This design comes from an exercise in tuning for a short achievable clock period and few clock cycles per item on the open sky130 flow, not from production work.
Only simulation tests tie the RTL to the original design; equivalence was not proved.
Power and IR drop assume default switching activity.

==> design.v <==
package core_v4_pkg;
  typedef enum logic [3:0] {
    ALU_ADD  = 4'b0000,
    ALU_SLL  = 4'b0001,
    ALU_SLT  = 4'b0010,
    ALU_SLTU = 4'b0011,
    ALU_XOR  = 4'b0100,
    ALU_SRL  = 4'b0101,
    ALU_OR   = 4'b0110,
    ALU_AND  = 4'b0111,
    ALU_SUB  = 4'b1000,
    ALU_SRA  = 4'b1101
  } alu_op_t;
  typedef logic [2:0] fsm_state_t;
  localparam fsm_state_t S_IDLE   = 3'd0;
  localparam fsm_state_t S_FETCH  = 3'd1;
  localparam fsm_state_t S_DECODE = 3'd2;
  localparam fsm_state_t S_EXEC   = 3'd3;
  localparam fsm_state_t S_WB     = 3'd4;
  localparam fsm_state_t S_HALT   = 3'd5;
  localparam logic [6:0] OPC_OP    = 7'h33;
  localparam logic [6:0] OPC_OPIMM = 7'h13;
  localparam logic [6:0] F7_BASE   = 7'h00;
  localparam logic [6:0] F7_ALT    = 7'h20;
  localparam logic [2:0] F3_ADD    = 3'b000;
  localparam logic [2:0] F3_SLL    = 3'b001;
  localparam logic [2:0] F3_SR     = 3'b101;
  localparam int ALU_SEL_ADD  = 0;
  localparam int ALU_SEL_SUB  = 1;
  localparam int ALU_SEL_SLL  = 2;
  localparam int ALU_SEL_SLT  = 3;
  localparam int ALU_SEL_SLTU = 4;
  localparam int ALU_SEL_XOR  = 5;
  localparam int ALU_SEL_SR   = 6;
  localparam int ALU_SEL_OR   = 7;
  localparam int ALU_SEL_AND  = 8;
  localparam logic [31:0] ECALL_WORD = 32'h0000_0073;
endpackage
import core_v4_pkg::*;
module ks_add_v4
#(
  parameter int W   = 32,
  parameter bit CIN = 1'b0
) (
  input  logic [W-1:0] a_i,
  input  logic [W-1:0] b_i,
  output logic [W-1:0] s_o,
  output logic         c_o
);
  localparam int L = $clog2(W);
  logic [W-1:0] p0;
  logic [W-1:0] g [L+1];
  logic [W-1:0] p [L+1];
  assign p0   = a_i ^ b_i;
  assign p[0] = p0;
  always_comb begin
    g[0] = a_i & b_i;
    if (CIN) g[0][0] = a_i[0] | b_i[0];
  end
  for (genvar l = 0; l < L; l++) begin : g_lvl
    localparam int D = 1 << l;
    for (genvar i = 0; i < W; i++) begin : g_bit
      if (i >= D) begin : g_op
        assign g[l+1][i] = g[l][i] | (p[l][i] & g[l][i-D]);
        assign p[l+1][i] = p[l][i] & p[l][i-D];
      end else begin : g_pass
        assign g[l+1][i] = g[l][i];
        assign p[l+1][i] = p[l][i];
      end
    end
  end
  assign s_o = p0 ^ {g[L][W-2:0], CIN};
  assign c_o = g[L][W-1];
endmodule
module alu_v4
#(
  parameter int XLEN = 32
) (
  input  logic [XLEN-1:0] a_i,
  input  logic [XLEN-1:0] b_i,
  input  logic [8:0]      sel_i,    
  input  logic            sra_i,    
  output logic [XLEN-1:0] y_o
);
  localparam int SW = $clog2(XLEN);
  logic [SW-1:0]   sh;
  logic [XLEN-1:0] sum, dif, sll, srl;
  logic            sum_c, dif_c;
  logic            lt_s;
  logic            lt_u;
  ks_add_v4 #(.W(XLEN), .CIN(1'b0)) u_add (
    .a_i (a_i), .b_i (b_i), .s_o (sum), .c_o (sum_c)
  );
  ks_add_v4 #(.W(XLEN), .CIN(1'b1)) u_sub (
    .a_i (a_i), .b_i (~b_i), .s_o (dif), .c_o (dif_c)
  );
  assign sh   = b_i[SW-1:0];
  assign lt_u = !dif_c;
  assign lt_s = (a_i[XLEN-1] ^ b_i[XLEN-1]) ? a_i[XLEN-1] : dif[XLEN-1];
  assign sll  = a_i << sh;
  assign srl  = $unsigned($signed({sra_i & a_i[XLEN-1], a_i}) >>> sh);
  assign y_o = ({XLEN{sel_i[ALU_SEL_ADD]}}  & sum)
             | ({XLEN{sel_i[ALU_SEL_SUB]}}  & dif)
             | ({XLEN{sel_i[ALU_SEL_SLL]}}  & sll)
             | ({XLEN{sel_i[ALU_SEL_SLT]}}  & {{(XLEN-1){1'b0}}, lt_s})
             | ({XLEN{sel_i[ALU_SEL_SLTU]}} & {{(XLEN-1){1'b0}}, lt_u})
             | ({XLEN{sel_i[ALU_SEL_XOR]}}  & (a_i ^ b_i))
             | ({XLEN{sel_i[ALU_SEL_SR]}}   & srl)
             | ({XLEN{sel_i[ALU_SEL_OR]}}   & (a_i | b_i))
             | ({XLEN{sel_i[ALU_SEL_AND]}}  & (a_i & b_i));
endmodule
import core_v4_pkg::*;
module core_seq_v4
#(
  parameter int XLEN       = 32,
  parameter int IMEM_DEPTH = 64,
  parameter int CNT_W      = 32
) (
  input  logic                          clk,
  input  logic                          reset_n,
  input  logic                          store_en,
  input  logic [$clog2(IMEM_DEPTH)-1:0] store_address,
  input  logic [31:0]                   store_data,
  input  logic                          start,
  output logic                          busy,
  output logic                          halted,
  output logic                          illegal,
  output logic [3:0]                    opcode,
  output logic [XLEN-1:0]               alu_data_out,
  output logic                          wb_valid,
  output logic [4:0]                    wb_rd,
  output logic [CNT_W-1:0]              retired_cnt,
  input  logic [4:0]                    dbg_rd_addr,
  output logic [XLEN-1:0]               dbg_rd_data
);
  localparam int AW = $clog2(IMEM_DEPTH);
  logic [26:0]     imem [IMEM_DEPTH];    
  logic [XLEN-1:0] regs_q [32];
  logic [XLEN-1:0] dregs_n_q [32];
  logic            busy_q, busy_d;
  logic            halted_q, halted_d;
  logic            ill_q, ill_d;
  logic [AW:0]     cnt_q, cnt_d;
  logic            wbv_q, wbv_d;
  logic            irok_q, irok_d;    
  logic [AW:0]     pc_q, pc_d;        
  logic [26:0]     rw_q, rw_d;
  logic            rend_q, rend_d;    
  logic            xend_q, xend_d;    
  logic            xlegal_q;
  logic            xecall_q;
  logic [4:0]      xrd_q;
  logic [3:0]      xop_q;
  logic [8:0]      xsel_q;
  logic            xsra_q;
  logic [XLEN-1:0] op1_q, op2_q;
  logic            f1_q, f2_q;
  logic [XLEN-1:0] res_q;
  logic [XLEN-1:0] resf_q;            
  logic [4:0]      rd_q;
  logic [3:0]      op_q;
  localparam int PW = 27;
  logic [6:0]      s_op;
  logic [2:0]      s_f3;
  logic [6:0]      s_f7;
  logic            s_is_op;
  logic            s_op_legal;
  logic            s_imm_legal;
  logic            s_legal;
  logic [PW-1:0]   s_pw;
  assign s_op    = store_data[6:0];
  assign s_f3    = store_data[14:12];
  assign s_f7    = store_data[31:25];
  assign s_is_op = s_op == OPC_OP;
  assign s_op_legal = s_is_op &&
    ((s_f7 == F7_BASE) ||
     ((s_f7 == F7_ALT) && ((s_f3 == F3_ADD) || (s_f3 == F3_SR))));
  assign s_imm_legal = (s_op == OPC_OPIMM) &&
    ((s_f3 == F3_SLL) ? (s_f7 == 7'h00) :
     (s_f3 == F3_SR)  ? ((s_f7 == 7'h00) || (s_f7 == 7'h20)) :
     1'b1);
  assign s_legal = s_op_legal || s_imm_legal;
  assign s_pw    = {s_legal, s_legal ? s_is_op : (store_data == ECALL_WORD),
                    store_data[31:7]};
  logic [PW-1:0]   sw;                
  logic [2:0]      f3;
  logic            is_op;
  logic [4:0]      rs1, rs2;
  logic            alt;
  logic [8:0]      sel;
  logic [XLEN-1:0] rs1_val, rs2_val;
  assign f3    = sw[14-7:12-7];
  assign rs1   = sw[19-7:15-7];
  assign rs2   = sw[24-7:20-7];
  assign is_op = sw[25];
  assign alt   = (is_op || (f3 == F3_SR)) & sw[30-7];
  always_comb begin
    sel = '0;
    case (f3)
      3'd0: sel[alt ? ALU_SEL_SUB : ALU_SEL_ADD] = 1'b1;
      3'd1: sel[ALU_SEL_SLL]  = 1'b1;
      3'd2: sel[ALU_SEL_SLT]  = 1'b1;
      3'd3: sel[ALU_SEL_SLTU] = 1'b1;
      3'd4: sel[ALU_SEL_XOR]  = 1'b1;
      3'd5: sel[ALU_SEL_SR]   = 1'b1;
      3'd6: sel[ALU_SEL_OR]   = 1'b1;
      default: sel[ALU_SEL_AND] = 1'b1;
    endcase
  end
  assign rs1_val = (rs1 == 5'd0) ? '0 :
                   (wbv_q && (rd_q == rs1)) ? res_q : regs_q[rs1];
  assign rs2_val = (rs2 == 5'd0) ? '0 :
                   (wbv_q && (rd_q == rs2)) ? res_q : regs_q[rs2];
  logic [XLEN-1:0] opa, opb, alu_y;
  logic            xstop, exec;
  assign opa = f1_q ? resf_q : op1_q;
  assign opb = f2_q ? resf_q : op2_q;
  alu_v4 #(.XLEN(XLEN)) u_alu (
    .a_i  (opa),
    .b_i  (opb),
    .sel_i(xsel_q),
    .sra_i(xsra_q),
    .y_o  (alu_y)
  );
  assign xstop = xend_q || !xlegal_q;
  logic st0, st1, st2, go;
  logic [PW-1:0] w0, w1, w2;
  assign st0 = store_en && (store_address == AW'(0));
  assign st1 = store_en && (store_address == AW'(1));
  assign st2 = store_en && (store_address == AW'(2));
  assign w0  = (st0 && !busy_q) ? s_pw : imem[0];
  assign w1  = (st1 && !busy_q) ? s_pw : imem[1];
  assign w2  = (st2 && !busy_q) ? s_pw : imem[2];
  assign go  = !busy_q && start && irok_q && !st0;
  always_comb begin
    busy_d   = busy_q;
    halted_d = halted_q;
    ill_d    = ill_q;
    cnt_d    = cnt_q;
    wbv_d    = 1'b0;
    irok_d   = irok_q;
    pc_d     = pc_q;
    rw_d     = rw_q;
    rend_d   = rend_q;
    xend_d   = 1'b0;
    sw       = w0;
    exec     = 1'b0;
    if (busy_q) begin
      if (xstop) begin
        busy_d   = 1'b0;
        halted_d = 1'b1;
        ill_d    = xend_q ? ill_q : !xecall_q;
        irok_d   = 1'b1;
      end else begin
        exec   = 1'b1;
        wbv_d  = 1'b1;
        cnt_d  = cnt_q + 1'b1;
        sw     = rw_q;
        xend_d = rend_q;
        rw_d   = imem[pc_q[AW-1:0]];
        rend_d = pc_q[AW];
        pc_d   = pc_q + 1'b1;
      end
    end else begin
      irok_d = 1'b1;
      if (start) begin
        busy_d   = 1'b1;
        halted_d = 1'b0;
        ill_d    = 1'b0;
        cnt_d    = '0;
        rend_d   = 1'b0;
        if (go) begin
          if (xlegal_q) begin
            exec  = 1'b1;
            wbv_d = 1'b1;
            cnt_d = (AW+1)'(1);
            sw    = w1;
            rw_d  = w2;
            pc_d  = (AW+1)'(3);
          end else begin
            ill_d  = !xecall_q;
            xend_d = 1'b1;
          end
        end else begin
          rw_d = w1;
          pc_d = (AW+1)'(2);
        end
      end
    end
  end
  always_ff @(posedge clk or negedge reset_n) begin
    if (!reset_n) begin
      busy_q   <= 1'b0;
      halted_q <= 1'b0;
      ill_q    <= 1'b0;
      cnt_q    <= '0;
      wbv_q    <= 1'b0;
      irok_q   <= 1'b0;
      pc_q     <= '0;
      rend_q   <= 1'b0;
      xend_q   <= 1'b0;
    end else begin
      busy_q   <= busy_d;
      halted_q <= halted_d;
      ill_q    <= ill_d;
      cnt_q    <= cnt_d;
      wbv_q    <= wbv_d;
      irok_q   <= irok_d;
      pc_q     <= pc_d;
      rend_q   <= rend_d;
      xend_q   <= xend_d;
    end
  end
  always_ff @(posedge clk) begin
    rw_q     <= rw_d;
    xlegal_q <= sw[26];
    xecall_q <= sw[25];
    xrd_q    <= sw[11-7:7-7];
    xop_q    <= {alt, f3};
    xsel_q   <= sel;
    xsra_q   <= alt;
    op1_q    <= rs1_val;
    op2_q    <= is_op ? rs2_val : {{(XLEN-12){sw[31-7]}}, sw[31-7:20-7]};
    f1_q     <= exec && (xrd_q != 5'd0) && (rs1 == xrd_q);
    f2_q     <= exec && (xrd_q != 5'd0) && (rs2 == xrd_q) && is_op;
    resf_q   <= alu_y;
    res_q    <= exec ? alu_y : '0;
    rd_q     <= xrd_q;
    op_q     <= xop_q;
  end
  always_ff @(posedge clk or negedge reset_n) begin
    if (!reset_n) begin
      for (int i = 0; i < 32; i++) regs_q[i] <= '0;
    end else if (wbv_q && (rd_q != 5'd0)) begin
      regs_q[rd_q] <= res_q;
    end
  end
  always_ff @(posedge clk or negedge reset_n) begin
    if (!reset_n) begin
      for (int i = 0; i < 32; i++) dregs_n_q[i] <= '1;
    end else if (wbv_q && (rd_q != 5'd0)) begin
      dregs_n_q[rd_q] <= ~res_q;
    end
  end
  always_ff @(posedge clk) begin
    if (store_en && !busy_q) imem[store_address] <= s_pw;
  end
  assign busy         = busy_q;
  assign halted       = halted_q;
  assign illegal      = ill_q;
  assign opcode       = op_q;
  assign alu_data_out = res_q;
  assign wb_valid     = wbv_q;
  assign wb_rd        = rd_q;
  assign retired_cnt  = CNT_W'(cnt_q);
  assign dbg_rd_data  = (dbg_rd_addr == 5'd0) ? '0 : ~dregs_n_q[dbg_rd_addr];
endmodule
==> run.sh <==
#!/bin/bash
# synth_recipe.tcl (not shown) runs the flow's synth.tcl, then flattens the netlist and writes it again
# the make line also repeats each setting of config.mk as NAME=value (left out here)
make -C /OpenROAD-flow-scripts/flow DESIGN_CONFIG=/design/flow/config.mk WORK_HOME=/design/flow/orfs CLKGATE_MAP_FILE= SYNTH_SCRIPT=/design/flow/synth_recipe.tcl finish
==> config.mk <==
export PLATFORM = sky130hd
export DESIGN_NAME = core_seq_v4
export DESIGN_NICKNAME = core_seq_v4
export VERILOG_FILES = /design/flow/design.v
export SDC_FILE = /design/flow/constraint.sdc
export NUM_CORES = 4
export LEC_CHECK = 0
export CAP_MARGIN = 20
export CORE_MARGIN = 2
export CORE_UTILIZATION = 45
export PLACE_DENSITY = 0.6
export SETUP_SLACK_MARGIN = 2.5
export SLEW_MARGIN = 20
export TNS_END_PERCENT = 100
==> constraint.sdc <==
create_clock -name core_clock -period 7.0 [get_ports {clk}]
set_input_delay 1.4000 -clock core_clock [delete_from_list [all_inputs] [get_ports {clk}]]
set_output_delay 1.4000 -clock core_clock [all_outputs]
set_load 0.01 [all_outputs]
==> impl_metrics.yaml, run 1 <==
route:
  num_vias: 140000
  drc: 0
  finalWirelength_mm: 794
  drtPass1Iterations: 10
  postRouteAntennaNets: 0
  first_iter_violations: 23300
  vias_per_cell: 6.79
  wl_per_cell_um: 38.6
yosys:
  ys.flop_type: "edfxtp_1"
  synthTopCellsByArea: "edfxtp_1 (30%), dfstp_2 (15%), dfrtp_1 (15%)"
  netlist_area_um2: 174000
  synth-seq-cells: 3919
  synth_area_per_cell_um2: 11.7
  synth_edf_count: 1755
  synth_top_area_share_pct: 30.3
  yosysWarnings: 329
  synthArstFlopShare_pct: 51.2
  ys_seq_area_share_pct: 61.7
  synth_area_leader_cell: "edfxtp_1"
  synth_cells: 14800
  synth_cell_types: 103
cts:
  hold_buffers: 0
  numCtsBuffers: 414
  cts_sinks: 3919
  cts_tree: "built"
  insertion_delay_ns: 1.07
  clk_pin_slew_ns: 0.06
  htreeDepth: 5
  cts_root_buf: "clkbuf_16"
  clockBufferDepth: 4
run_status:
  status: "failed layout checks"
  check-failures: "slew limit"
setup_path:
  cp_data_arrival_time_ns: 3.40
  worst_setup_path_start_kind: "primary input"
  slowest_stage: "nor3_4"
  worstPathCellList: "buf_12, or3b_4, buf_6, buf_12, nor2_4, buf_4, buf_4, a22oi_1, nand4_1, nor3_4, buf_2"
  reg2reg_depth: 21
  cp-end-kind: "output port"
  max_stage_delay_ns: 0.38
  cp_max_fo: 8
  worstSetupPathType: "primary input to output port"
  required_ns: 5.60
sta:
  finClkSkew_ns: 0.0784
  worst_pin_slew_ns: 1.55
  fmax_mhz: 208
  period_share_pct: 68.6
  finalMaxSlewViolations: 28
  setup_tns_ns: 0
  rsz0062_at_grt: "yes"
  min_period_ns: 4.80
  slew_headroom_pct: -3.49
  hold_viol: 0
  fin_ws_ns: 2.20
  setup-violations-final: 0
global_routing:
  grt_util_all_layers_pct: 39.8
  grt_pass1_wl_mm: 1080
  grt_pass1_vias: 131000
  grt_max_degree: 184
  antenna_found_initial: 62
  overflow: 0
die:
  dieArea_um2: 391000
  io_pins: 156
  core_area_um2: 385000
  rows: 228
  dieHeight_um: 625
  initial_utilization_pct: 45.1
  die_w_um: 625
power_and_ir_drop:
  irDropWorstVdd_mv: 0.389
  p_int_mw: 53.0
  powerDensity_nw_per_um2: 414
  clkPwrFrac_pct: 26.7
  p_sw_share_pct: 37.5
  combPwrFrac_pct: 32.2
  p_sw_mw: 31.8
  power_leakage_nw: 79.8
  pwr-share-seq_pct: 41.1
layout:
  final_cell_mix: "nand2_1 (3036), edfxtp_1 (1755), a21oi_1 (1198)"
  final_common_cell: "nand2_1"
  drive_above_1_share_pct: 25.8
  post-route-util_pct: 53.3
  areaGrowthSynthToFinish_pct: 18.0
  fin_nets: 15300
  fin_area_um2: 205000
hold_path:
  hp-class: "primary input to async pin"
placement:
  dp_slack_ns: -0.143
  hpwl_mm: 470
  io_buffer_count: 130
  placed_cell_area_um2: 184000
  gp_congestion: 1.08
job:
  drv_cap: 0
[worst max-delay path: cells and delay by family]
kind                   cells  cell delay (ns)
AOI/OAI and AO/OA          1             0.17
and+or+nand+nor            4             0.94
buffers and inverters      6             0.88
[what timing repair did]
| action | in CTS | in global routing |
|---|---|---|
| endpoints found under the setup margin | 141 | 103 |
| pin swaps | 185 | 173 |
| resized for setup | 678 | 200 |
| gates cloned | 16 | 4 |
| buffers inserted | 255 | 109 |
[power by group through the flow]
| stage | Clock (mW) | Combinational, mW | Sequential [mW] |
|---|---|---|---|
| global placement | 0 | 24.3 | 34.7 |
| floorplan | 0 | 15.1 | 32.4 |
| global route | 23.6 | 28.2 | 35.1 |
| detailed placement | 0 | 24.6 | 34.7 |
| finish | 22.6 | 27.3 | 34.9 |
| CTS | 22.7 | 25.8 | 34.5 |
[metrics by stage]
step                      std cells  hold slack [ns]  power [mW]
after floorplan               14800            0.310        47.5
after global placement        19400            0.315        59.1
after detailed placement      19400            0.315        59.3
after CTS                     20400            0.331        83.1
after global routing          20600            0.338        87.0
final                         20600            0.275        84.8
[per-layer routing]
| metal | track usage [%] | share of wire [%] | vias to the layer above | wire length [um] |
|---|---|---|---|---|
| met5 | 0.444 | 0.078 | - | 616 |
| met4 | 24.7 | 7.9 | 58 | 62900 |
| met3 | 12.9 | 13 | 3104 | 102000 |
| met2 | 57.5 | 42 | 11000 | 337000 |
| met1 | 51.9 | 37 | 70500 | 292000 |
| li1 | - | - | 55100 | - |
[sequential cells by signal, indices dropped and copies added, names as in the netlist, 4 cells and up]
register and cells:
rd_q 5, dregs_n_q 992, imem 1728, op2_q 32
op1_q 32, pc_q 7, cnt_q 7, res_q 32
resf_q 32, rw_q 27, xsel_q 9, xop_q 4
op_q 4, xrd_q 5, regs_q 992
[cells in the mapped netlist, types with 29 or more instances]
library cell / count
xnor2_1: 29
nand2_1: 3065
mux2_2: 37
nand4_1: 231
dfrtp_1: 1013
buf_2: 130
nor4_1: 36
edfxtp_1: 1755
nand3_1: 170
clkbuf_1: 966
and2_1: 55
dfxtp_1: 159
nor2_1: 1273
inv_1: 121
a22o_1: 349
mux2i_1: 193
a221oi_1: 376
o21ai_0: 389
buf_1: 137
a31oi_1: 30
a211oi_1: 43
mux4_2: 555
a222oi_1: 37
buf_4: 39
o21a_1: 70
a22oi_1: 596
ha_1: 99
dfstp_2: 992
nor3_1: 117
a21oi_1: 1210
[layout make-up]
type / instances / area (um2)
diodes: 43 / 108
well taps: 5060 / 6330
repair buffers: 1157 / 12000
inverters: 126 / 487
multi-input cells: 9516 / 65100
flip-flops and latches: 3919 / 107000
clock buffers: 565 / 11600
clock inverters: 204 / 2140
fillers: 32500 / 180000
[worst paths after layout]
check | from | slack [ns] | to
max | dbg_rd_addr[3] | 2.20 | dbg_rd_data[28]
min | reset_n | 0.27 | regs_q[2][3]
max reg2reg | f2_q | 2.46 | resf_q[31]
min reg2reg | xop_q[2] | 0.33 | op_q[2]
max in group asynchronous | reset_n | 4.82 | regs_q[11][22]
min in group core_clock | xop_q[2] | 0.33 | op_q[2]
[cell families after synthesis]
kind of cell | after synthesis | synth area share [%]
XOR/XNOR | 36 | 0.181
multiplexers | 785 | 8.54
adder cells (fa/ha/maj) | 102 | 0.747
AND/OR/NAND/NOR | 5132 | 12.2
flip-flops | 3919 | 61.7
other | 1 | 0.00216
buffers and inverters | 1407 | 3.26
AO/OA/AOI/OAI | 3431 | 13.3
Testbench counts, summed over its fixed seeds: cycles 23,498, instructions 22,285.
==> run 2, diff against run 1 <==
--- a/design.v
+++ b/design.v
@@ -156,5 +156,3 @@
   logic [XLEN-1:0] op1_q, op2_q;
-  logic            f1_q, f2_q;
   logic [XLEN-1:0] res_q;
-  logic [XLEN-1:0] resf_q;            
   logic [4:0]      rd_q;
@@ -213,9 +211,8 @@
                    (wbv_q && (rd_q == rs2)) ? res_q : regs_q[rs2];
-  logic [XLEN-1:0] opa, opb, alu_y;
+  logic [XLEN-1:0] alu_y;
+  logic            f1, f2;
   logic            xstop, exec;
-  assign opa = f1_q ? resf_q : op1_q;
-  assign opb = f2_q ? resf_q : op2_q;
   alu_v4 #(.XLEN(XLEN)) u_alu (
-    .a_i  (opa),
-    .b_i  (opb),
+    .a_i  (op1_q),
+    .b_i  (op2_q),
     .sel_i(xsel_q),
@@ -225,2 +222,4 @@
   assign xstop = xend_q || !xlegal_q;
+  assign f1    = exec && (xrd_q != 5'd0) && (rs1 == xrd_q);
+  assign f2    = exec && (xrd_q != 5'd0) && (rs2 == xrd_q) && is_op;
   logic st0, st1, st2, go;
@@ -321,7 +320,5 @@
     xsra_q   <= alt;
-    op1_q    <= rs1_val;
-    op2_q    <= is_op ? rs2_val : {{(XLEN-12){sw[31-7]}}, sw[31-7:20-7]};
-    f1_q     <= exec && (xrd_q != 5'd0) && (rs1 == xrd_q);
-    f2_q     <= exec && (xrd_q != 5'd0) && (rs2 == xrd_q) && is_op;
-    resf_q   <= alu_y;
+    op1_q    <= f1 ? alu_y : rs1_val;
+    op2_q    <= f2 ? alu_y :
+                is_op ? rs2_val : {{(XLEN-12){sw[31-7]}}, sw[31-7:20-7]};
     res_q    <= exec ? alu_y : '0;
--- a/config.mk
+++ b/config.mk
@@ -7,3 +7,3 @@
 export LEC_CHECK = 0
-export CAP_MARGIN = 20
+export CAP_MARGIN = 30
 export CORE_MARGIN = 2
@@ -12,3 +12,3 @@
 export SETUP_SLACK_MARGIN = 2.5
-export SLEW_MARGIN = 20
+export SLEW_MARGIN = 30
 export TNS_END_PERCENT = 100
==> run 2 against run 1 <==
The run now finishes clean. Synthesized cell count up 0.32%. Critical path type unchanged. Flip-flop and latch count fell by 34. Highest routed layer unchanged. Combinational power is essentially flat.
==> impl_metrics.yaml, run 2 <==
run_status:
  status: "finished clean"
yosys:
  ys.flop_type: "edfxtp_1"
  synthSimpleGateAreaFrac_pct: 13.1
  synth_area_leader_cell: "edfxtp_1"
  synth_cell_types: 113
  synth_mux_area_share_pct: 8.75
  synth_compound_area_share_pct: 12.7
  synth_xor_area_share_pct: 0.221
  synth_area_per_cell_um2: 11.7
  synth-seq-cells: 3885
  synth_edf_count: 1755
  synth_most_common_cell: "nand2_1"
  ys_seq_area_share_pct: 61.3
  synthArstFlopShare_pct: 51.6
  yosysWarnings: 329
  synthTopCellsByArea: "edfxtp_1 (30%), dfstp_2 (15%), dfrtp_1 (15%)"
  netlist_area_um2: 174000
  synth_top_area_share_pct: 30.3
  synth_cells: 14900
  synth_top_family_by_area: "simple AND/OR/NAND/NOR gates"
  synth_common_cells: "nand2_1 (3375), edfxtp_1 (1755), nor2_1 (1250)"
  synthAdderAreaFrac_pct: 0.746
layout:
  fin_nets: 15400
  areaGrowthSynthToFinish_pct: 18.7
  largestRegisters: "imem: 1728 flops, dregs_n_q: 992 flops, regs_q: 992 flops"
  nFillCells: 32200
  final_common_cell: "nand2_1"
  drive_above_1_share_pct: 26.6
  final_cell_mix: "nand2_1 (3343), edfxtp_1 (1755), nor2_1 (1118)"
  post-route-util_pct: 53.6
  largest_reg_flops: 1728
  largest_register: "imem"
  fin_area_um2: 207000
route:
  met2_wirelength_mm: 340
  drc: 0
  finalWirelength_mm: 808
  drtPass1Iterations: 14
  route.met3.wl_mm: 108
  num_vias: 143000
  postRouteAntennaNets: 0
  wl_per_cell_um: 38.9
  wl_met1_mm: 288
  vias_per_cell: 6.86
  highest_layer: "met5"
  first_iter_violations: 25100
setup_path:
  worstPathCellList: "buf_12, or3b_4, buf_4, buf_12, nor2_4, buf_6, buf_12, a22oi_2, nand4_1, or4_4, a21oi_2, buf_2"
  required_ns: 5.60
  cp-end-kind: "output port"
  crit_path_frequent_cell: "buf_12"
  cp-startpoint: "dbg_rd_addr[3]"
  cp_max_fo: 8
  max_stage_delay_ns: 0.64
  reg2reg_depth: 22
  slowest_stage: "or4_4"
  regToRegSetupSlack_ns: 2.10
  worst_setup_path_start_kind: "primary input"
  cp-endpoint: "dbg_rd_data[10]"
  critPathTopFamily: "simple AND/OR/NAND/NOR gates"
  r2r_start: "op1_q[14]"
  crit_buf_inv: 6
  cp_num_cells: 12
  cp_data_arrival_time_ns: 3.73
  regToRegEndpoint: "op2_q[31]"
  worstSetupPathType: "primary input to output port"
sta:
  fmax_mhz: 195
  finalMaxSlewViolations: 0
  fin_worst_hold_slack_ns: 0.302
  setup-violations-final: 0
  min_period_ns: 5.13
  rsz0062_at_grt: "yes"
  hold_viol: 0
  setup_tns_ns: 0
  period_share_pct: 73.3
  finClkSkew_ns: 0.0688
  slew_headroom_pct: 7.01
  worst_pin_slew_ns: 1.39
global_routing:
  grt_max_degree: 168
  antenna_found_initial: 65
  grt_pass1_vias: 133000
  grt_util_all_layers_pct: 40.4
  grt_pass1_wl_mm: 1100
  overflow: 0
power_and_ir_drop:
  power_leakage_nw: 80.2
  powerDensity_nw_per_um2: 406
  irDropWorstVdd_mv: 0.312
die:
  dieHeight_um: 626
  io_pins: 156
  core_area_um2: 385000
  die_w_um: 626
  rows: 228
  dieArea_um2: 392000
  initial_utilization_pct: 45.1
cts:
  cts_root_buf: "clkbuf_16"
  cts_sinks: 3885
  numCtsBuffers: 402
  cts_tree: "built"
  insertion_delay_ns: 1.01
  clk_pin_slew_ns: 0.06
  htreeDepth: 5
  clockBufferDepth: 4
placement:
  io_buffer_count: 130
  hpwl_mm: 482
  placed_cell_area_um2: 185000
  gp_congestion: 1.08
job:
  drv_cap: 0
hold_path:
  hp-class: "flip-flop to flip-flop"
[run 2: area by class of cell]
class | count | area, um2 | share of cell area (%)
flip-flops and latches | 3885 | 107000 | 51.7
multi-input cells | 9606 | 66100 | 32.0
repair buffers | 1207 | 13100 | 6.32
clock buffers | 557 | 11300 | 5.48
well taps | 5175 | 6470 | 3.14
clock inverters | 187 | 2120 | 1.03
inverters | 122 | 487 | 0.236
diodes | 55 | 138 | 0.0666
repair inverters | 1 | 8.76 | 0.00424
[run 2: how the worst min path moves through the flow]
stage,start,endpoint,slack [ns],depth (start not counted)
2_1_floorplan,xop_q[0],op_q[0],0.31,0
3_3_place_gp,xop_q[0],op_q[0],0.31,0
3_5_place_dp,xop_q[0],op_q[0],0.32,0
4_1_cts,xop_q[2],op_q[2],0.29,0
5_1_grt,xop_q[2],op_q[2],0.28,0
6_report,xop_q[2],op_q[2],0.30,0
[run 2: what timing repair did]
item                       CTS  global route
hold buffers                 0             0
pin swaps                  228           157
setup endpoints to repair  103           101
cloned                      15             7
buffers inserted           298           103
gates resized for setup    735           211
[run 2: per-stage QoR]
step | std cells | power [mW] | setup WS (ns)
after detailed placement | 19600 | 58.6 | 0.111
after global routing | 20700 | 85.9 | 1.93
after global placement | 19500 | 58.2 | 0.0671
after floorplan | 14900 | 47.1 | 2.35
after CTS | 20600 | 81.9 | 1.97
final | 20800 | 83.9 | 1.87
[run 2: kinds of logic after synthesis]
| group | Yosys count |
|---|---|
| buf+inv | 1401 |
| other cells | 1 |
| mux | 742 |
| simple gates | 5467 |
| fa+ha+maj | 102 |
| flops | 3885 |
| xor+xnor | 44 |
| compound gates | 3218 |
[run 2: layer usage]
layer / vias to the layer above / global-route usage, %
met5: - / 0.988
met4: 54 / 27.4
met3: 3688 / 15.0
met2: 12100 / 58.1
met1: 71500 / 50.7
li1: 55400 / -
[run 2: where the power goes]
| group | switching (mW) | total [mW] | leakage (nW) | internal (mW) |
|---|---|---|---|---|
| logic | 17.4 | 27.3 | 32.5 | 9.89 |
| clock network | 9.62 | 22.2 | 6.54 | 12.6 |
| registers | 4.42 | 34.4 | 41.1 | 30.0 |
Testbench counts of run 2, summed over its fixed seeds: cycles 23,498, instructions 22,285.
==> run 3, diff against run 2 <==
--- a/design.v
+++ b/design.v
@@ -139,2 +139,4 @@
   logic [XLEN-1:0] dregs_n_q [32];
+  logic [XLEN-1:0] dres_n_q;
+  logic [31:1]     dwe_q;
   logic            busy_q, busy_d;
@@ -334,2 +336,12 @@
   end
+  always_ff @(posedge clk) begin
+    dres_n_q <= ~alu_y;
+  end
+  always_ff @(posedge clk or negedge reset_n) begin
+    if (!reset_n) begin
+      dwe_q <= '0;
+    end else begin
+      for (int i = 1; i < 32; i++) dwe_q[i] <= exec && (xrd_q == 5'(i));
+    end
+  end
   always_ff @(posedge clk or negedge reset_n) begin
@@ -337,4 +349,4 @@
       for (int i = 0; i < 32; i++) dregs_n_q[i] <= '1;
-    end else if (wbv_q && (rd_q != 5'd0)) begin
-      dregs_n_q[rd_q] <= ~res_q;
+    end else begin
+      for (int i = 1; i < 32; i++) if (dwe_q[i]) dregs_n_q[i] <= dres_n_q;
     end
--- a/config.mk
+++ b/config.mk
@@ -7,3 +7,3 @@
 export LEC_CHECK = 0
-export CAP_MARGIN = 30
+export CAP_MARGIN = 35
 export CORE_MARGIN = 2
@@ -12,3 +12,3 @@
 export SETUP_SLACK_MARGIN = 2.5
-export SLEW_MARGIN = 30
+export SLEW_MARGIN = 35
 export TNS_END_PERCENT = 100
==> run 3 against run 2 <==
Final area up 0.73%. Clock skew down 0.013 ns. Die area up 0.93%. Via count down 14%. Hold slack worse by 0.0032 ns. Global-route usage down 4.4 points. Count of clock-buffer cells in the layout up 27. Sequential power about the same. First-iteration DRC count down 22%. Wire length down 9.6%.
==> impl_metrics.yaml, run 3 <==
yosys:
  synth_cell_types: 102
  yosysWarnings: 329
  synth_common_cells: "mux2_2 (2020), edfxtp_1 (1755), dfrtp_1 (1044)"
  synth_cells: 11600
  synth_top_area_share_pct: 30.0
  ys_seq_area_share_pct: 61.5
  synth_area_per_cell_um2: 15.2
  synth_area_leader_cell: "edfxtp_1"
  synthArstFlopShare_pct: 51.6
  synth_edf_count: 1755
  synthTopCellsByArea: "edfxtp_1 (30%), dfrtp_1 (15%), dfstp_2 (15%)"
  ys.flop_type: "edfxtp_1"
  netlist_area_um2: 176000
  synth-seq-cells: 3948
  synth_most_common_cell: "mux2_2"
route:
  first_iter_violations: 19500
  finalWirelength_mm: 731
  postRouteAntennaNets: 0
  wl_per_cell_um: 41.2
  wl_met1_mm: 284
  met2_wirelength_mm: 317
  num_vias: 123000
  drtPass1Iterations: 17
  vias_per_cell: 6.93
  drc: 0
  route.met3.wl_mm: 81.7
  highest_layer: "met5"
layout:
  drive_above_1_share_pct: 48.4
  largestRegisters: "imem: 1728 flops, dregs_n_q: 992 flops, regs_q: 992 flops"
  fin_area_um2: 208000
  final_cell_mix: "mux2_2 (2020), edfxtp_1 (1755), dfrtp_1 (1006)"
  areaGrowthSynthToFinish_pct: 18.5
  nFillCells: 31200
  largest_reg_flops: 1728
  fin_nets: 12300
  largest_register: "imem"
  final_common_cell: "mux2_2"
sta:
  fmax_mhz: 200
  slew_headroom_pct: 29.5
  period_share_pct: 71.4
  finClkSkew_ns: 0.0561
  min_period_ns: 5.00
  hold_viol: 0
  rsz0062_at_grt: "yes"
  setup-violations-final: 0
  finalMaxSlewViolations: 0
  worst_pin_slew_ns: 1.06
  setup_tns_ns: 0
setup_path:
  critPathTopFamily: "simple AND/OR/NAND/NOR gates"
  crit_buf_inv: 5
  r2r_start: "op2_q[1]"
  regToRegSetupSlack_ns: 2.40
  slowest_stage: "or4_4"
  cp-endpoint: "dbg_rd_data[2]"
  max_stage_delay_ns: 0.51
  cp_max_fo: 8
  worst_setup_path_start_kind: "primary input"
  cp-end-kind: "output port"
  worstPathCellList: "buf_12, or3b_4, buf_6, nor2_4, buf_12, buf_4, a222oi_1, nand3_1, or4_4, a21oi_4, buf_6"
  worstSetupPathType: "primary input to output port"
  required_ns: 5.60
  cp-startpoint: "dbg_rd_addr[0]"
  regToRegEndpoint: "op2_q[31]"
  cp_data_arrival_time_ns: 3.60
  cp_num_cells: 11
  reg2reg_depth: 21
die:
  initial_utilization_pct: 45.2
  core_area_um2: 389000
  io_pins: 156
  rows: 229
  die_w_um: 629
  dieHeight_um: 629
  dieArea_um2: 395000
power_and_ir_drop:
  power_leakage_nw: 78.1
  powerDensity_nw_per_um2: 393
  irDropWorstVdd_mv: 0.331
cts:
  htreeDepth: 5
  cts_sinks: 3948
  cts_tree: "built"
  clockBufferDepth: 4
  clk_pin_slew_ns: 0.06
  cts_root_buf: "clkbuf_16"
  insertion_delay_ns: 1.01
  numCtsBuffers: 419
global_routing:
  grt_pass1_vias: 122000
  grt_util_all_layers_pct: 36.0
  grt_max_degree: 147
  grt_pass1_wl_mm: 1000
  overflow: 0
  antenna_found_initial: 36
hold_path:
  hp-class: "primary input to async pin"
placement:
  placed_cell_area_um2: 188000
  io_buffer_count: 130
  gp_congestion: 1.01
  hpwl_mm: 441
run_status:
  status: "finished clean"
job:
  drv_cap: 0
==> run 3: cell types whose count changed after synthesis, sizes merged, moves of 66 or more <==
cell / before / now
a21oi: 1121 / 231
a221oi: 305 / 397
a22o: 220 / 333
a22oi: 717 / 558
a32o: 71 / 5
clkbuf: 857 / 621
mux2: 26 / 2020
nand2: 3375 / 287
nor2: 1254 / 420
o21a: 82 / 13
o21ai: 260 / 187
==> run 3: kinds of logic after synthesis <==
family                   Yosys count  share of synthesized area (%)
AND/OR/NAND/NOR                 1416                           4.04
XOR/XNOR                          51                          0.254
flip-flops                      3948                           61.5
buffers and inverters           1165                           2.71
multiplexers                    2716                           21.2
adder cells (fa/ha/maj)          102                          0.739
other                              1                        0.00214
AO/OA/AOI/OAI                   2169                           9.53
==> run 3: power by group <==
part / internal, mW / leakage [nW] / switching [mW]
clock network: 12.8 / 6.77 / 9.58
registers: 30.0 / 41.8 / 4.12
logic: 10.4 / 29.5 / 14.9
total: 53.2 / 78.1 / 28.6
==> run 3: worst min path at each step <==
stage / from / endpoint / slack, ns / cells past startpoint
after CTS: reset_n / regs_q[11][22] / 0.26 / 1
final: reset_n / regs_q[8][22] / 0.30 / 1
after global placement: xop_q[2] / op_q[2] / 0.31 / 0
after floorplan: xop_q[0] / op_q[0] / 0.31 / 0
after detailed placement: xop_q[2] / op_q[2] / 0.31 / 0
after global routing: reset_n / regs_q[22][22] / 0.31 / 1
==> run 3: per-stage QoR <==
stage          power (mW)  instances  utilization, %  hold WS [ns]  worst slack, ns
5_1_grt              83.9      17700            53.5         0.305             1.94
6_report             81.7      17700            53.5         0.299             2.00
2_1_floorplan        46.2      11600               -         0.310             1.76
3_3_place_gp         56.8      16500            48.0         0.314            0.118
3_5_place_dp         57.4      16600            48.3         0.314            0.326
4_1_cts              80.7      17600            52.9         0.260             2.00
==> run 3: timing repair <==
action | CTS | global route
resized for setup | 646 | 204
gates cloned | 7 | 8
pin swaps | 205 | 168
setup endpoints to repair | 121 | 105
hold buffers | 0 | 0
setup buffers | 241 | 92
==> run 3: per-layer routing <==
layer,up-vias,global-route usage [%]
met3,2343,10.1
met2,8607,53.2
met1,64900,48.4
met5,-,0.121
met4,25,18.8
li1,46900,-
==> run 3: layout make-up <==
| type | count | area (um2) | share of cell area, % |
|---|---|---|---|
| timing repair buffer | 1174 | 12500 | 6.03 |
| clock buffer | 584 | 11800 | 5.68 |
| tap | 5197 | 6500 | 3.13 |
| antenna | 32 | 80.1 | 0.0385 |
| inverter | 112 | 439 | 0.211 |
| sequential | 3948 | 108000 | 52.0 |
| clock inverter | 197 | 1960 | 0.942 |
| multi-input combinational | 6481 | 66500 | 31.9 |
Testbench counts of run 3, summed over its fixed seeds: cycles 23,498, instructions 22,285.
==> run 4, diff against run 3 <==
--- a/design.v
+++ b/design.v
@@ -138,5 +138,6 @@
   logic [XLEN-1:0] regs_q [32];
-  logic [XLEN-1:0] dregs_n_q [32];
-  logic [XLEN-1:0] dres_n_q;
+  logic [XLEN-1:0] dregs_q [32];
+  logic [XLEN-1:0] dres_q;
   logic [31:1]     dwe_q;
+  logic [31:0]     dval_q;
   logic            busy_q, busy_d;
@@ -337,3 +338,3 @@
   always_ff @(posedge clk) begin
-    dres_n_q <= ~alu_y;
+    dres_q <= alu_y;
   end
@@ -348,5 +349,5 @@
     if (!reset_n) begin
-      for (int i = 0; i < 32; i++) dregs_n_q[i] <= '1;
+      dval_q <= '0;
     end else begin
-      for (int i = 1; i < 32; i++) if (dwe_q[i]) dregs_n_q[i] <= dres_n_q;
+      for (int i = 1; i < 32; i++) if (dwe_q[i]) dval_q[i] <= 1'b1;
     end
@@ -354,2 +355,5 @@
   always_ff @(posedge clk) begin
+    for (int i = 1; i < 32; i++) if (dwe_q[i]) dregs_q[i] <= dres_q;
+  end
+  always_ff @(posedge clk) begin
     if (store_en && !busy_q) imem[store_address] <= s_pw;
@@ -364,3 +368,3 @@
   assign retired_cnt  = CNT_W'(cnt_q);
-  assign dbg_rd_data  = (dbg_rd_addr == 5'd0) ? '0 : ~dregs_n_q[dbg_rd_addr];
+  assign dbg_rd_data  = dval_q[dbg_rd_addr] ? dregs_q[dbg_rd_addr] : '0;
 endmodule
==> run 4 against run 3 <==
Non-clock buffer count is 128 lower. Maximum frequency is 2.5% lower. Hold slack better by 0.0068 ns. Synthesized cell count is 7.0% lower. Critical endpoint is now op1_q[31]. Critical path depth is 9 higher. Wire length is 0.91% higher. Sequential power is 8.5% lower. Final area is 3.3% lower. Clock power hardly changed.
==> impl_metrics.yaml, run 4 <==
yosys:
  synth_top_area_share_pct: 48.5
  ys.flop_type: "edfxtp_1"
  synth_cells: 10800
  synth_area_leader_cell: "edfxtp_1"
  synth_cell_types: 109
  synth_edf_count: 2747
  synth-seq-cells: 3979
  yosysWarnings: 361
  ys_seq_area_share_pct: 66.2
  synthArstFlopShare_pct: 27.0
  synthTopCellsByArea: "edfxtp_1 (48%), dfrtp_1 (16%), mux4_2 (8.0%)"
  netlist_area_um2: 170000
  synth_common_cells: "edfxtp_1 (2747), dfrtp_1 (1075), mux2_2 (1019)"
  synth_area_per_cell_um2: 15.8
  synth_most_common_cell: "edfxtp_1"
die:
  io_pins: 156
  core_area_um2: 376000
  dieArea_um2: 383000
  rows: 225
  dieHeight_um: 619
  die_w_um: 619
  initial_utilization_pct: 45.3
route:
  postRouteAntennaNets: 0
  wl_per_cell_um: 44.0
  drtPass1Iterations: 13
  finalWirelength_mm: 737
  first_iter_violations: 20500
  num_vias: 119000
  drc: 0
  vias_per_cell: 7.12
power_and_ir_drop:
  pwr-share-seq_pct: 38.8
  power_leakage_nw: 73.6
  p_sw_share_pct: 37.4
  powerDensity_nw_per_um2: 400
  p_sw_mw: 30.1
  irDropWorstVdd_mv: 0.284
  p_int_mw: 50.3
  clkPwrFrac_pct: 27.9
  combPwrFrac_pct: 33.3
layout:
  drive_above_1_share_pct: 32.8
  final_common_cell: "edfxtp_1"
  fin_nets: 11600
  largest_reg_flops: 1728
  largest_register: "imem"
  final_cell_mix: "edfxtp_1 (2747), dfrtp_1 (1037), mux2_2 (1019)"
  areaGrowthSynthToFinish_pct: 18.2
  largestRegisters: "imem: 1728 flops, dregs_q: 992 flops, regs_q: 992 flops"
cts:
  clk_pin_slew_ns: 0.06
  cts_sinks: 3979
  cts_root_buf: "clkbuf_16"
  htreeDepth: 5
  insertion_delay_ns: 1.03
  numCtsBuffers: 417
  clockBufferDepth: 4
  cts_tree: "built"
placement:
  hpwl_mm: 439
  gp_congestion: 1.00
  io_buffer_count: 130
setup_path:
  critPathTopFamily: "compound AO/OA/AOI/OAI gates"
  crit_path_frequent_cell: "buf_4"
  slowest_stage: "or4_4"
  required_ns: 7.89
  crit_buf_inv: 4
  cp-end-kind: "flip-flop"
  cp_max_fo: 3
  worstSetupPathType: "flip-flop to flip-flop"
  max_stage_delay_ns: 0.57
  worstPathCellList: "inv_4, ha_4, or4_4, a2111oi_4, buf_4, nand3b_1, buf_6, a31oi_4, o41ai_4, or2_4, a21oi_4, nor2_4, o31ai_4, fa_2, a22oi_2, o2111ai_2, a211oi_2, o211ai_1, buf_4, a221o_1"
  cp_data_arrival_time_ns: 6.01
  worst_setup_path_start_kind: "flip-flop"
run_status:
  status: "finished clean"
global_routing:
  grt_pass1_vias: 114000
  grt_most_used_layer: "met2"
  grt_max_degree: 154
  use_met2_pct: 54.4
  grt_util_all_layers_pct: 37.9
  antenna_found_initial: 46
  overflow: 0
  grtUsageMet3_pct: 11.8
  grtUsageMet1_pct: 51.5
  grt_pass1_wl_mm: 992
sta:
  period_share_pct: 73.2
  min_period_ns: 5.13
  finalMaxSlewViolations: 0
  slew_headroom_pct: 26.5
  setup_tns_ns: 0
  rsz0062_at_grt: "yes"
  worst_pin_slew_ns: 1.10
  fmax_mhz: 195
  setup-violations-final: 0
  hold_viol: 0
  fin_worst_hold_slack_ns: 0.306
  finClkSkew_ns: 0.0772
hold_path:
  hp-class: "primary input to async pin"
job:
  drv_cap: 0
[run 4: cell types whose count changed after synthesis, sizes merged, moves of 41 or more]
cell    delta
nor3      +66
o21ai     +53
a221oi   -115
nor2      -45
a22oi    +134
buf       -78
dfstp    -992
edfxtp   +992
nor4      +60
nand4     -41
nand2    +108
clkbuf   -128
mux2    -1001
[run 4: kinds of logic after synthesis]
kind of cell | synth area share, %
AO/OA/AOI/OAI | 10.2
XOR/XNOR | 0.201
adder cells (fa/ha/maj) | 0.764
buffers and inverters | 2.40
flip-flops | 66.2
multiplexers | 15.4
other | 0.00220
AND/OR/NAND/NOR | 4.87
[run 4: final cells by class]
class / count / area (um2)
Antenna cell: 25 / 62.6
Clock buffer: 558 / 11400
Clock inverter: 213 / 2230
Fill cell: 30100 / 175000
Inverter: 143 / 549
Multi-Input combinational cell: 5817 / 56700
Sequential cell: 3979 / 113000
Tap cell: 4994 / 6250
Timing Repair Buffer: 1046 / 11100
[run 4: power groups by stage]
stage	Clock [mW]	Combinational [mW]	Sequential [mW]
global route	23.5	27.0	31.2
detailed placement	0	23.7	31.4
global placement	0	23.5	31.4
CTS	22.6	25.3	31.0
finish	22.4	26.8	31.2
floorplan	0	12.5	29.7
[run 4: layer usage]
layer | routed length, um | vias up | share of wire [%]
met3 | 94200 | 2359 | 13
met5 | 241 | - | 0.033
met2 | 313000 | 9606 | 42
li1 | - | 44900 | -
met4 | 49800 | 26 | 6.8
met1 | 280000 | 62500 | 38
[run 4: worst paths after layout]
| kind | startpoint | end | slack [ns] | depth (start not counted) |
|---|---|---|---|---|
| max | op2_q[20] | op1_q[31] | 1.87 | 20 |
| min | reset_n | regs_q[19][3] | 0.31 | 1 |
| max reg2reg | op2_q[20] | op1_q[31] | 1.87 | 20 |
| min reg2reg | xop_q[1] | op_q[1] | 0.33 | 0 |
| max in group asynchronous | reset_n | busy_q | 5.02 | 3 |
| min in group core_clock | xop_q[1] | op_q[1] | 0.33 | 0 |
[run 4: per-stage QoR]
step                      power (mW)  util, %  area [um2]  setup slack, ns  cells
after floorplan                 42.2        -      170000             2.47  10800
after CTS                       78.9     53.2      200000             1.92  16700
after detailed placement        55.2     48.6      183000            0.413  15700
after global placement          54.9     48.4      182000            0.442  15700
final                           80.3     53.5      201000             1.87  16800
after global routing            81.7     53.5      201000             1.77  16800
[run 4: repair_timing]
| action | 4_1_cts | 5_1_grt |
|---|---|---|
| hold buffers | 0 | 0 |
| resized for setup | 492 | 131 |
| setup buffers | 200 | 39 |
| gates cloned | 13 | 2 |
| endpoints found under the setup margin | 117 | 117 |
| pin swaps | 107 | 60 |
| endpoints found under the hold margin | 0 | 0 |
[run 4: worst reg2reg max path, cell delays in order, from the launching register on]
cell and delay, ns:
dfxtp_4 0.49, inv_4 0.07, ha_4 0.25, or4_4 0.57
a2111oi_4 0.39, buf_4 0.18, nand3b_1 0.09, buf_6 0.16
a31oi_4 0.26, o41ai_4 0.11, or2_4 0.26, a21oi_4 0.15
nor2_4 0.07, o31ai_4 0.21, fa_2 0.49, a22oi_2 0.18
o2111ai_2 0.13, a211oi_2 0.23, o211ai_1 0.18, buf_4 0.22
a221o_1 0.34
Testbench counts of run 4, summed over its fixed seeds: cycles 23,498, instructions 22,285.
==> run 5, diff against run 4 <==
--- a/design.v
+++ b/design.v
@@ -141,3 +141,4 @@
   logic [31:1]     dwe_q;
-  logic [31:0]     dval_q;
+  logic [XLEN-1:0] dl1 [8];           
+  logic [XLEN-1:0] dl2 [2];           
   logic            busy_q, busy_d;
@@ -349,5 +350,5 @@
     if (!reset_n) begin
-      dval_q <= '0;
+      for (int i = 0; i < 32; i++) dregs_q[i] <= '0;
     end else begin
-      for (int i = 1; i < 32; i++) if (dwe_q[i]) dval_q[i] <= 1'b1;
+      for (int i = 1; i < 32; i++) if (dwe_q[i]) dregs_q[i] <= dres_q;
     end
@@ -355,5 +356,2 @@
   always_ff @(posedge clk) begin
-    for (int i = 1; i < 32; i++) if (dwe_q[i]) dregs_q[i] <= dres_q;
-  end
-  always_ff @(posedge clk) begin
     if (store_en && !busy_q) imem[store_address] <= s_pw;
@@ -368,3 +366,8 @@
   assign retired_cnt  = CNT_W'(cnt_q);
-  assign dbg_rd_data  = dval_q[dbg_rd_addr] ? dregs_q[dbg_rd_addr] : '0;
+  always_comb begin
+    for (int i = 0; i < 8; i++) dl1[i] = dregs_q[4*i + int'(dbg_rd_addr[1:0])];
+    if (dbg_rd_addr[1:0] == 2'd0) dl1[0] = '0;
+    for (int i = 0; i < 2; i++) dl2[i] = dl1[4*i + int'(dbg_rd_addr[3:2])];
+  end
+  assign dbg_rd_data  = dl2[dbg_rd_addr[4]];
 endmodule
==> run 5 against run 4 <==
Sequential power up 2%. Power up 1.9%. Global-route usage down 2.0 points. Highest routed layer unchanged. Flip-flop and latch count down 31. Critical path type is now primary input to output port.
==> impl_metrics.yaml, run 5 <==
hold_path:
  hp-class: "primary input to async pin"
sta:
  period_share_pct: 70.6
  finalMaxSlewViolations: 0
  rsz0062_at_grt: "yes"
  slew_headroom_pct: 27.6
  worst_pin_slew_ns: 1.09
  min_period_ns: 4.94
  setup-violations-final: 0
  fin_worst_hold_slack_ns: 0.326
  finClkSkew_ns: 0.0940
  fmax_mhz: 202
  hold_viol: 0
route:
  first_iter_violations: 18800
  wl_per_cell_um: 41.3
  drc: 0
  finalWirelength_mm: 727
  postRouteAntennaNets: 0
  num_vias: 121000
  drtPass1Iterations: 13
  vias_per_cell: 6.89
yosys:
  yosysWarnings: 331
  synth_cells: 11500
  netlist_area_um2: 178000
  synth-seq-cells: 3948
  synth_edf_count: 1755
  synthTopCellsByArea: "edfxtp_1 (30%), dfrtp_1 (29%), mux2_2 (13%)"
  synth_common_cells: "mux2_2 (2080), dfrtp_1 (2036), edfxtp_1 (1755)"
  synth_cell_types: 100
  ys_seq_area_share_pct: 60.1
  synth_top_area_share_pct: 29.7
  synth_area_per_cell_um2: 15.4
  synthArstFlopShare_pct: 51.6
  ys.flop_type: "dfrtp_1"
  synth_most_common_cell: "mux2_2"
  synth_area_leader_cell: "edfxtp_1"
placement:
  place_inst: 16500
  hpwl_mm: 445
  gp_congestion: 1.00
  placed_cell_area_um2: 189000
  io_buffer_count: 130
setup_path:
  cp_data_arrival_time_ns: 3.54
  worstSetupPathType: "primary input to output port"
  required_ns: 5.60
  cp-end-kind: "output port"
  worst_setup_path_start_kind: "primary input"
  cp_max_fo: 8
cts:
  numCtsBuffers: 416
  cts_sinks: 3948
  clockBufferDepth: 4
  cts_root_buf: "clkbuf_16"
  insertion_delay_ns: 1.04
  cts_tree: "built"
  clk_pin_slew_ns: 0.06
  hold_buffers: 0
  htreeDepth: 5
job:
  drv_cap: 0
layout:
  largestRegisters: "imem: 1728 flops, dregs_q: 992 flops, regs_q: 992 flops"
  final_cell_mix: "mux2_2 (2052), dfrtp_1 (1998), edfxtp_1 (1755)"
  largest_register: "imem"
  drive_above_1_share_pct: 41.5
  final_common_cell: "mux2_2"
  instances_no_fill: 17600
  largest_reg_flops: 1728
  areaGrowthSynthToFinish_pct: 17.5
  fin_nets: 12200
  fin_area_um2: 209000
die:
  die_w_um: 632
  io_pins: 156
  initial_utilization_pct: 45.2
  rows: 230
  dieArea_um2: 400000
  dieHeight_um: 632
  core_area_um2: 393000
power_and_ir_drop:
  powerDensity_nw_per_um2: 392
  irDropWorstVdd_mv: 0.268
  power_mw: 81.9
  power_leakage_nw: 82.9
global_routing:
  grt_pass1_vias: 120000
  antenna_found_initial: 71
  grt_util_all_layers_pct: 35.9
  grt_max_degree: 168
  overflow: 0
  grt_pass1_wl_mm: 998
run_status:
  status: "finished clean"
## run 5: changes by cell type after synthesis, moves of 108 or more
cell,before,now
dfrtp_1,1075,2036
a22o_1,301,157
mux4_2,604,870
a22oi_1,692,584
edfxtp_1,2747,1755
clkbuf_1,493,621
mux2_2,1019,2080
## run 5: final cells by class
class                      count  area, um2
tap                         5220       6530
clock buffer                 588      11800
sequential                  3948     107000
multi-input combinational   6419      69200
inverter                     148        563
clock inverter               180       2090
antenna                       35       87.6
timing repair buffer        1071      11600
fill                       31800     184000
## run 5: worst paths after layout
kind	startpoint	end	slack (ns)	depth (start not counted)
setup / recovery	dbg_rd_addr[0]	dbg_rd_data[3]	2.06	10
hold / removal	reset_n	dregs_q[23][0]	0.33	1
setup reg to reg	op2_q[1]	op2_q[31]	2.26	20
hold reg to reg	xop_q[2]	op_q[2]	0.33	0
max in group asynchronous	reset_n	regs_q[3][20]	4.81	4
min in group core_clock	xop_q[2]	op_q[2]	0.33	0
## run 5: repair_timing
| item | in CTS | in global routing |
|---|---|---|
| buffers inserted | 236 | 33 |
| gates cloned | 24 | 4 |
| resized for setup | 548 | 88 |
| pin swaps | 103 | 36 |
| hold endpoints to repair | 0 | 0 |
| endpoints found under the setup margin | 116 | 95 |
## run 5: cells by family after synthesis
logic type / Yosys count / synth area share [%]
adders and majority gates: 102 / 0.731
other: 1 / 0.00211
and+or+nand+nor: 1333 / 3.77
muxes: 3025 / 24.6
DFF: 3948 / 60.1
buffers and inverters: 1188 / 2.70
xor gates and xnor gates: 42 / 0.207
AOI/OAI and AO/OA: 1890 / 7.87
## run 5: worst max-delay path: stages
cell,delay (ns)
buf_16,0.11
buf_16,0.14
buf_12,0.12
buf_12,0.14
mux4_2,0.51
mux2_4,0.28
a22oi_1,0.22
o21ai_1,0.10
mux2_4,0.34
buf_2,0.16
## run 5: metal layers
layer | share of wire, % | vias up | wire length (um) | global-route usage (%)
met1 | 39 | 64200 | 283000 | 47.9
met2 | 43 | 8234 | 312000 | 52.4
met4 | 6.5 | 34 | 46900 | 18.5
met3 | 12 | 2460 | 84500 | 11.9
li1 | - | 46400 | - | -
met5 | 0.093 | - | 679 | 0
## run 5: stage by stage
| step | TNS (ns) | util (%) | worst slack [ns] |
|---|---|---|---|
| 4_1_cts | 0 | 52.9 | 2.06 |
| 3_5_place_dp | 0 | 48.2 | 0.275 |
| 6_report | 0 | 53.2 | 2.06 |
| 3_3_place_gp | -0.201 | 48.0 | -0.201 |
| 2_1_floorplan | 0 | - | 2.20 |
| 5_1_grt | 0 | 53.2 | 2.01 |
## run 5: power by group
| part | switching [mW] | leakage, nW | total, mW | internal, mW |
|---|---|---|---|---|
| registers | 3.86 | 45.0 | 31.7 | 27.9 |
| logic | 16.2 | 31.1 | 27.4 | 11.2 |
| clock network | 9.55 | 6.82 | 22.8 | 13.2 |
Testbench counts of run 5, summed over its fixed seeds: cycles 23,498, instructions 22,285.
==> run 6, diff against run 5 <==
--- a/design.v
+++ b/design.v
@@ -82,3 +82,5 @@
   input  logic            sra_i,    
-  output logic [XLEN-1:0] y_o
+  output logic [XLEN-1:0] sum_o,
+  output logic [XLEN-1:0] dif_o,
+  output logic [XLEN-1:0] y_oth_o
 );
@@ -101,5 +103,5 @@
   assign srl  = $unsigned($signed({sra_i & a_i[XLEN-1], a_i}) >>> sh);
-  assign y_o = ({XLEN{sel_i[ALU_SEL_ADD]}}  & sum)
-             | ({XLEN{sel_i[ALU_SEL_SUB]}}  & dif)
-             | ({XLEN{sel_i[ALU_SEL_SLL]}}  & sll)
+  assign sum_o = sum;
+  assign dif_o = dif;
+  assign y_oth_o = ({XLEN{sel_i[ALU_SEL_SLL]}}  & sll)
              | ({XLEN{sel_i[ALU_SEL_SLT]}}  & {{(XLEN-1){1'b0}}, lt_s})
@@ -216,2 +218,5 @@
   logic [XLEN-1:0] alu_y;
+  logic [XLEN-1:0] alu_sum, alu_dif, alu_oth;
+  logic [XLEN-1:0] src2;              
+  logic [XLEN-1:0] op1_d, op2_d, res_d;
   logic            f1, f2;
@@ -223,4 +228,9 @@
     .sra_i(xsra_q),
-    .y_o  (alu_y)
+    .sum_o   (alu_sum),
+    .dif_o   (alu_dif),
+    .y_oth_o (alu_oth)
   );
+  assign alu_y = ({XLEN{xsel_q[ALU_SEL_ADD]}} & alu_sum)
+               | ({XLEN{xsel_q[ALU_SEL_SUB]}} & alu_dif)
+               | alu_oth;
   assign xstop = xend_q || !xlegal_q;
@@ -293,2 +303,12 @@
   end
+  assign src2  = is_op ? rs2_val : {{(XLEN-12){sw[31-7]}}, sw[31-7:20-7]};
+  assign op1_d = ({XLEN{f1 && xsel_q[ALU_SEL_ADD]}} & alu_sum)
+               | ({XLEN{f1 && xsel_q[ALU_SEL_SUB]}} & alu_dif)
+               | (f1 ? alu_oth : rs1_val);
+  assign op2_d = ({XLEN{f2 && xsel_q[ALU_SEL_ADD]}} & alu_sum)
+               | ({XLEN{f2 && xsel_q[ALU_SEL_SUB]}} & alu_dif)
+               | (f2 ? alu_oth : src2);
+  assign res_d = ({XLEN{exec && xsel_q[ALU_SEL_ADD]}} & alu_sum)
+               | ({XLEN{exec && xsel_q[ALU_SEL_SUB]}} & alu_dif)
+               | (exec ? alu_oth : '0);
   always_ff @(posedge clk or negedge reset_n) begin
@@ -324,6 +344,5 @@
     xsra_q   <= alt;
-    op1_q    <= f1 ? alu_y : rs1_val;
-    op2_q    <= f2 ? alu_y :
-                is_op ? rs2_val : {{(XLEN-12){sw[31-7]}}, sw[31-7:20-7]};
-    res_q    <= exec ? alu_y : '0;
+    op1_q    <= op1_d;
+    op2_q    <= op2_d;
+    res_q    <= res_d;
     rd_q     <= xrd_q;
==> run 6 against run 5 <==
Still clean. Core utilization decreased by 0.63 points. Final cell count shrank 0.82%. Die area is 0.28% higher. Synthesized cell count is 0.61% lower. Critical path depth is 2 lower. Sequential power rose by 2%. Final area fell by 0.61%. Synthesized area rose by 0.28%. Largest cell class unchanged. Largest power group unchanged. Highest routed layer unchanged.
==> impl_metrics.yaml, run 6 <==
run_status:
  status: "finished clean"
sta:
  worst_pin_slew_ns: 1.13
  setup_tns_ns: 0
  finClkSkew_ns: 0.0735
  period_share_pct: 69.0
  min_period_ns: 4.83
  slew_headroom_pct: 24.5
  finalMaxSlewViolations: 0
  setup-violations-final: 0
  rsz0062_at_grt: "yes"
  fmax_mhz: 207
  hold_viol: 0
setup_path:
  worstSetupPathType: "primary input to output port"
  cp-end-kind: "output port"
  cp_data_arrival_time_ns: 3.43
  required_ns: 5.60
  regToRegSetupSlack_ns: 2.26
  cp_max_fo: 7
  r2r_start: "op1_q[6]"
  reg2reg_depth: 17
  regToRegEndpoint: "op2_q[31]"
  worst_setup_path_start_kind: "primary input"
die:
  dieArea_um2: 401000
  die_w_um: 633
  dieHeight_um: 633
  core_area_um2: 395000
  rows: 231
  io_pins: 156
  initial_utilization_pct: 45.1
route:
  num_vias: 121000
  postRouteAntennaNets: 0
  drtPass1Iterations: 10
  drc: 0
  finalWirelength_mm: 757
  first_iter_violations: 19200
  vias_per_cell: 6.91
  wl_per_cell_um: 43.3
cts:
  numCtsBuffers: 420
  htreeDepth: 5
  cts_root_buf: "clkbuf_16"
  cts_sinks: 3948
  insertion_delay_ns: 1.02
  clockBufferDepth: 4
  cts_tree: "built"
  clk_pin_slew_ns: 0.06
yosys:
  netlist_area_um2: 178000
  synthArstFlopShare_pct: 51.6
  synth_most_common_cell: "mux2_2"
  synth_top_area_share_pct: 29.6
  synth-seq-cells: 3948
  ys_seq_area_share_pct: 59.9
  synth_edf_count: 1755
  yosysWarnings: 331
  synth_cell_types: 113
  ys.flop_type: "dfrtp_1"
  synth_common_cells: "mux2_2 (2065), dfrtp_1 (2036), edfxtp_1 (1755)"
  synthTopCellsByArea: "edfxtp_1 (30%), dfrtp_1 (29%), mux2_2 (13%)"
  synth_area_leader_cell: "edfxtp_1"
  synth_cells: 11500
  synth_area_per_cell_um2: 15.6
layout:
  largestRegisters: "imem: 1728 flops, dregs_q: 992 flops, regs_q: 992 flops"
  largest_reg_flops: 1728
  fin_area_um2: 208000
  drive_above_1_share_pct: 40.7
  final_cell_mix: "mux2_2 (2033), dfrtp_1 (1998), edfxtp_1 (1755)"
  areaGrowthSynthToFinish_pct: 16.5
  fin_nets: 12000
  final_common_cell: "mux2_2"
  nFillCells: 32100
  largest_register: "imem"
global_routing:
  grt_max_degree: 164
  grt_pass1_wl_mm: 1030
  grt_util_all_layers_pct: 37.4
  antenna_found_initial: 77
  grt_pass1_vias: 119000
  overflow: 0
power_and_ir_drop:
  irDropWorstVdd_mv: 0.279
  power_leakage_nw: 83.1
  powerDensity_nw_per_um2: 408
hold_path:
  hp-class: "primary input to async pin"
placement:
  placed_cell_area_um2: 189000
  io_buffer_count: 130
  hpwl_mm: 461
  gp_congestion: 1.01
job:
  drv_cap: 0
[run 6: cell count changes in the layout (fill, tap and decap cells not counted), moves of 19 or more]
cell      before   now
buf_4        643   557
mux2_2      2052  2033
a22o_1       157   262
nand3_1       96   144
a22oi_1      559   323
buf_6        109    90
a22oi_2       25     1
o21ai_0      190   152
a21oi_1      227   187
mux2i_1       72   104
a221oi_2      29     3
nand4_1      164   143
a221oi_1     152   262
mux4_2       870   901
[run 6: kinds of logic (layout without fill, tap and decap cells)]
group           count (synthesis)  count (layout)  synth area share (%)
other cells                     1              62               0.00210
mux                          3077            3077                  25.1
xor+xnor                       50              50                 0.246
buf+inv                      1170            1871                  2.68
fa+ha+maj                     102             102                 0.729
compound gates               1715            1716                  7.41
flops                        3948            3948                  59.9
simple gates                 1396            1397                  3.95
[run 6: power by group]
group | leakage (nW) | switching, mW | internal [mW]
clock network | 6.77 | 9.70 | 12.9
registers | 45.4 | 4.29 | 28.0
logic | 30.9 | 18.0 | 11.9
total | 83.1 | 32.0 | 52.8
[run 6: repair_timing]
item	CTS	global route
gates cloned	40	5
hold buffers	0	0
endpoints found under the setup margin	118	96
setup buffers	127	75
pin swaps	38	27
resized for setup	419	146
[run 6: layer usage]
metal	part of all wire, %	routed length (um)	track usage, %
met5	0.027	203	0
met3	11	81300	10.1
met4	5.8	44000	17.3
met1	40	302000	51.5
met2	43	329000	55.2
[run 6: layout make-up]
type                    count  area (um2)  area share [%]
diodes                     37        92.6          0.0446
clock buffers             592       11800            5.70
clock inverters           196        2050           0.987
inverters                 129         490           0.236
multi-input cells        6367       68900            33.2
flip-flops and latches   3948      107000            51.5
well taps                5242        6560            3.16
repair buffers            954       10700            5.17
[run 6: through the flow]
| step | std cells | worst slack (ns) | hold WS [ns] | util (%) | total power, mW |
|---|---|---|---|---|---|
| after floorplan | 11500 | 2.50 | 0.310 | - | 46.3 |
| after global placement | 16400 | 0.270 | 0.318 | 47.6 | 59.3 |
| after detailed placement | 16400 | 0.178 | 0.314 | 47.8 | 60.0 |
| after CTS | 17300 | 2.14 | 0.328 | 52.2 | 83.5 |
| after global routing | 17400 | 2.14 | 0.213 | 52.5 | 86.9 |
| final | 17500 | 2.17 | 0.236 | 52.5 | 84.8 |
[run 6: how the worst max path moves through the flow]
stage                                start               to  slack, ns
after CTS                   dbg_rd_addr[0]   dbg_rd_data[5]       2.14
after floorplan             dbg_rd_addr[0]  dbg_rd_data[19]       2.50
final                       dbg_rd_addr[0]   dbg_rd_data[5]       2.17
after global placement    store_address[0]        op2_q[24]       0.27
after global routing              op2_q[1]        op2_q[31]       2.14
after detailed placement  store_address[5]        op2_q[24]       0.18
[run 6: critical path, stage by stage]
cell	delay [ns]
buf_16	0.16
buf_12	0.12
buf_16	0.12
buf_12	0.12
mux4_2	0.51
mux4_2	0.53
mux2_4	0.32
buf_6	0.13
Testbench counts of run 6, summed over its fixed seeds: cycles 23,498, instructions 22,285.

==> static timing again, ports no longer ideal <==
Ports are ideal in the flow. The routed layouts listed here were re-timed in OpenROAD. Step 1 assumes that a clkbuf_16 drives the clock port and a buf_2 every other input. Step 2 moves the port delays by t, midway between the first and last clock arrival at a register: inputs arrive t later, outputs are due t later. That takes back most of the time a late clock gives input paths. Slacks: ideal ports / drivers / drivers and shift; pairs: ideal ports / drivers.
| run | t (ns) | slack for setup (ns) | worst setup path after step 2 |
|---|---|---|---|
| run 1 | 1.142 | 2.199 / 2.130 / 1.357 | input to register |
| run 2 | 1.110 | 1.867 / 1.799 / 1.130 | input to register |
| run 3 | 1.096 | 2.003 / 1.919 / 1.282 | input to register |
| run 4 | 1.115 | 1.873 / 1.840 / 1.371 | input to register |
| run 5 | 1.112 | 2.059 / 1.753 / 1.337 | input to register |
| run 6 | 1.118 | 2.173 / 1.835 / 1.385 | input to register |
The setup slack of run 1, which loses most, moves by -0.069 ns with the drivers and by -0.842 ns with both steps.
